Source: an optimization exercise on an open RTL-to-GDS flow (aim: small area, a short achievable clock period and few clock cycles). Production flows keep margins and buffers that such runs may drop.
The RTL was checked by simulation tests, not by an equivalence proof against the original design.

==> run M <==
// go_back_n_sender_window
module go_back_n_sender_window #(
    parameter int MAX_SLOTS        = 16,
    parameter int SEQUENCE_MODULUS = 127
) (
    input  logic        clk,
    input  logic        rst_n,
    input  logic        cfg_write,
    input  logic        cfg_index,
    input  logic [19:0] cfg_data,
    input  logic        in_valid,
    output logic        in_stall,
    input  logic [1:0]  operation,
    input  logic [6:0]  ack_sequence,
    output logic        out_valid,
    input  logic        out_stall,
    output logic [2:0]  event_res,
    output logic [6:0]  sequence_res,
    output logic [3:0]  slot,
    output logic [3:0]  released_count,
    output logic        last
);
==> flow/config.mk <==
export PLATFORM = sky130hd
export DESIGN_NAME = go_back_n_sender_window
export DESIGN_NICKNAME = go_back_n_sender_window
export VERILOG_FILES = /design/flow/design.v
export SDC_FILE = /design/flow/constraint.sdc
export NUM_CORES = 4
export LEC_CHECK = 0
export CAP_MARGIN = 20
export CORE_MARGIN = 2
export CORE_UTILIZATION = 70
export CTS_CLUSTER_DIAMETER = 100
export CTS_CLUSTER_SIZE = 25
export SETUP_SLACK_MARGIN = 2.5
export SLEW_MARGIN = 20
==> flow/constraint.sdc <==
create_clock -name core_clock -period 5.5 [get_ports {clk}]
set_input_delay 1.1000 -clock core_clock [delete_from_list [all_inputs] [get_ports {clk}]]
set_output_delay 1.1000 -clock core_clock [all_outputs]
set_load 0.01 [all_outputs]
standard.sh (not shown) runs the stock make flow with config.mk's settings and CLKGATE_MAP_FILE= SYNTH_SCRIPT=/design/flow/synth_recipe.tcl, a recipe that flattens the netlist after the stock synthesis.
==> flow/flow/run.sh <==
#!/bin/bash
# Standard layout (the standard.sh, standard synthesis script and steps), with one change:
# ADDER_MAP_FILE is left empty so Yosys does not extract full/half-adder cells and ABC maps
# the arithmetic as ordinary logic. All make/tool output goes to standard_flow.log here;
# ORFS's per-step logs stay under orfs/logs.
set -euo pipefail
bash standard.sh ADDER_MAP_FILE= finish > standard_flow.log 2>&1
==> inputs of run R, as changes to run M <==
--- a/flow/design.v
+++ b/flow/design.v
@@ -124,11 +124,11 @@
     logic [6:0] e_a;
     logic       e_c;        
     logic       e_lts;      
     logic [3:0] e_x0;       
     logic [3:0]  lm1;       
-    logic        tz;        
+    logic [19:0] tmo;
     logic [3:0]  oldest, newest, cnt;
     logic [3:0]  wd_n;
     logic [6:0]  s, os;     
     logic [19:0] now;
     logic [3:0]  ph_old, ph_new;
@@ -198,11 +198,11 @@
     logic [19:0] ylo;
     logic        zge;
     logic        n_lt, g_ge, expired, fire;
     assign n_lt    = ult({2'd0, now}, {2'd0, ost});
     assign g_ge    = !ult({2'd0, ylo}, {2'd0, ost});
-    assign expired = pend ? tz : (n_lt ? (zge || g_ge) : (zge && g_ge));
+    assign expired = pend ? (tmo == 20'd0) : (n_lt ? (zge || g_ge) : (zge && g_ge));
     assign fire    = is_tick && !empty && expired;
     logic [3:0] lm1_wr;
     always_comb
     begin
         if (cfg_data[4:0] < 5'd2)
@@ -225,24 +225,22 @@
     assign lts_send = ult({15'd0, ack_sequence}, {15'd0, s_send});
     assign x0_keep  = add4(ack_sequence[3:0], add4(~os[3:0], 4'd1));
     assign x0_ack   = add4(ack_sequence[3:0], add4(~os_ack[3:0], 4'd1));
     logic [21:0] now_inc, cnt_up, rem_dn, cnt_m1, ylo_inc, ylo_new;
     assign ylo_inc = padd({2'd0, ylo}, 22'd0, 1'b1);
-    assign ylo_new = padd({2'd0, now}, {2'h3, ~cfg_data}, 1'b1);    
+    assign ylo_new = padd({2'd0, now}, {2'h3, ~tmo}, 1'b1);
     assign now_inc = padd({2'd0, now}, 22'd0, 1'b1);
     assign cnt_up  = padd({18'd0, cnt}, 22'd0, 1'b1);
     assign rem_dn  = padd({18'd0, rem}, {18'd0, 4'hF}, 1'b0);
     assign cnt_m1  = padd({18'd0, cnt}, {18'd0, 4'hF}, 1'b0);
     always_ff @(posedge clk or negedge rst_n)
     begin
         if (!rst_n)
         begin
             e_v       <= 1'b0;
             lm1       <= 4'd9;
-            tz        <= 1'b0;
-            ylo       <= 20'hE7960;     
-            zge       <= 1'b0;
+            tmo       <= 20'd100000;
             oldest    <= 4'd0;
             wd        <= 4'd9;
             newest    <= 4'd0;
             cnt       <= 4'd0;
             s         <= 7'd0;
@@ -279,15 +277,11 @@
                     ph_old <= ph_idx;
                     os     <= os_ack;
                     cnt    <= cnt_new;
                 end
                 if (is_tick)
-                begin
                     now <= now_inc[19:0];
-                    ylo <= ylo_inc[19:0];
-                    zge <= (now == 20'hFFFFF) ? tz : (zge || (ylo == 20'hFFFFF));
-                end
                 if (fire)
                 begin
                     rs_active <= (cnt != 4'd1);
                     pend      <= 1'b1;
                 end
@@ -303,15 +297,11 @@
                     cnt    <= 4'd0;
                     ph_old <= ph_new;
                     os     <= s;
                 end
                 else
-                begin
-                    tz  <= (cfg_data == 20'd0);
-                    ylo <= ylo_new[19:0];
-                    zge <= !ylo_new[20];
-                end
+                    tmo <= cfg_data;
             end
         end
     end
     always_ff @(posedge clk)
     begin
@@ -321,10 +311,20 @@
             e_a   <= ack_sequence;
             e_c   <= upd_os ? c_ack : c_keep;
             e_lts <= upd_s ? lts_send : lts_keep;
             e_x0  <= upd_os ? x0_ack : x0_keep;
         end
+        if (exec && is_tick)
+        begin
+            ylo <= ylo_inc[19:0];
+            zge <= (now == 20'hFFFFF) ? (tmo == 20'd0) : (zge || (ylo == 20'hFFFFF));
+        end
+        else
+        begin
+            ylo <= ylo_new[19:0];
+            zge <= !ult({2'd0, now}, {2'd0, tmo});
+        end
         if (pend || empty)
             ost <= now;
         else if (exec && is_ack && found)
             ost <= stamp[ph_idx];
         if (rs_active)
Settings changed: CTS_CLUSTER_DIAMETER 100 to not set, CTS_CLUSTER_SIZE 25 to not set.
==> summary.md <==
| Metric | Value |
|---|---|
| Status | `no timing/DRC/antenna violations` |
| Clock Latency Late Sink | `0.64 ns` |
| Clock buffer count | `64` |
| CTS resizes | `150` |
| First-pass GRT wire length | `108 mm` |
| Initial Util | `71.4%` |
| Share of post-route cells with drive strength above 1 | `18.5%` |
| Via count | `19700` |
| Design area | `28500 sq um` |
| Post-layout util | `84.9%` |
| Least-Margin Pin Slew | `1.20 ns` |
| P&R area growth vs syn | `18.9%` |
| Tap cells | `448` |
| Htree depth | `2` |
| Routing usage on met1 | `55.7%` |
| Period utilization | `60.9%` |
| Total track usage | `39.8%` |
| Setup Fix Bufs, Post-CTS | `58` |
| Drt first-iter violations | `3327` |
Source of the figures above: run R

==> summary.md <==
| Metric | Value |
|---|---|
| Status | `no timing/DRC/antenna violations` |
| Least-Margin Pin Slew | `1.19 ns` |
| Htree depth | `1` |
| First-pass GRT wire length | `106 mm` |
| Drt first-iter violations | `3420` |
| CTS resizes | `230` |
| Post-layout util | `83.8%` |
| P&R area growth vs syn | `17.2%` |
| Design area | `27400 sq um` |
| Via count | `19300` |
| Clock Latency Late Sink | `0.59 ns` |
| Clock buffer count | `37` |
| Total track usage | `39.6%` |
| Routing usage on met1 | `54.2%` |
| Period utilization | `65.0%` |
Source of the figures above: run M

Testbench counts of run M, summed over its fixed seeds: cycles 8,214.
Testbench counts of run R, summed over its fixed seeds: cycles 8,214.

-- re-timing with driven ports --
The flow's constraints put no driver on any port. The routed layouts listed below were extracted and timed again, unchanged, in two steps.
Step 1, drivers: a clkbuf_16 drives clk and a buf_2 each remaining input, both assumed.
Step 2 also shifts input and output timing later by t, the mid clock arrival at the registers, as if the neighbouring blocks saw the same clock.
Three values: ideal, step 1, step 2; two values: the first two.
run	t (ns)	slack for setup (ns)	cell pins on the clock port's net
run M	0.633	1.927 / 1.927 / 1.833	1
run R	0.665	2.150 / 2.150 / 2.071	1
After both steps every run listed still meets setup and hold. The setup slack of run M, which loses most, moves by 0.000 ns with the drivers and by -0.094 ns with both steps.
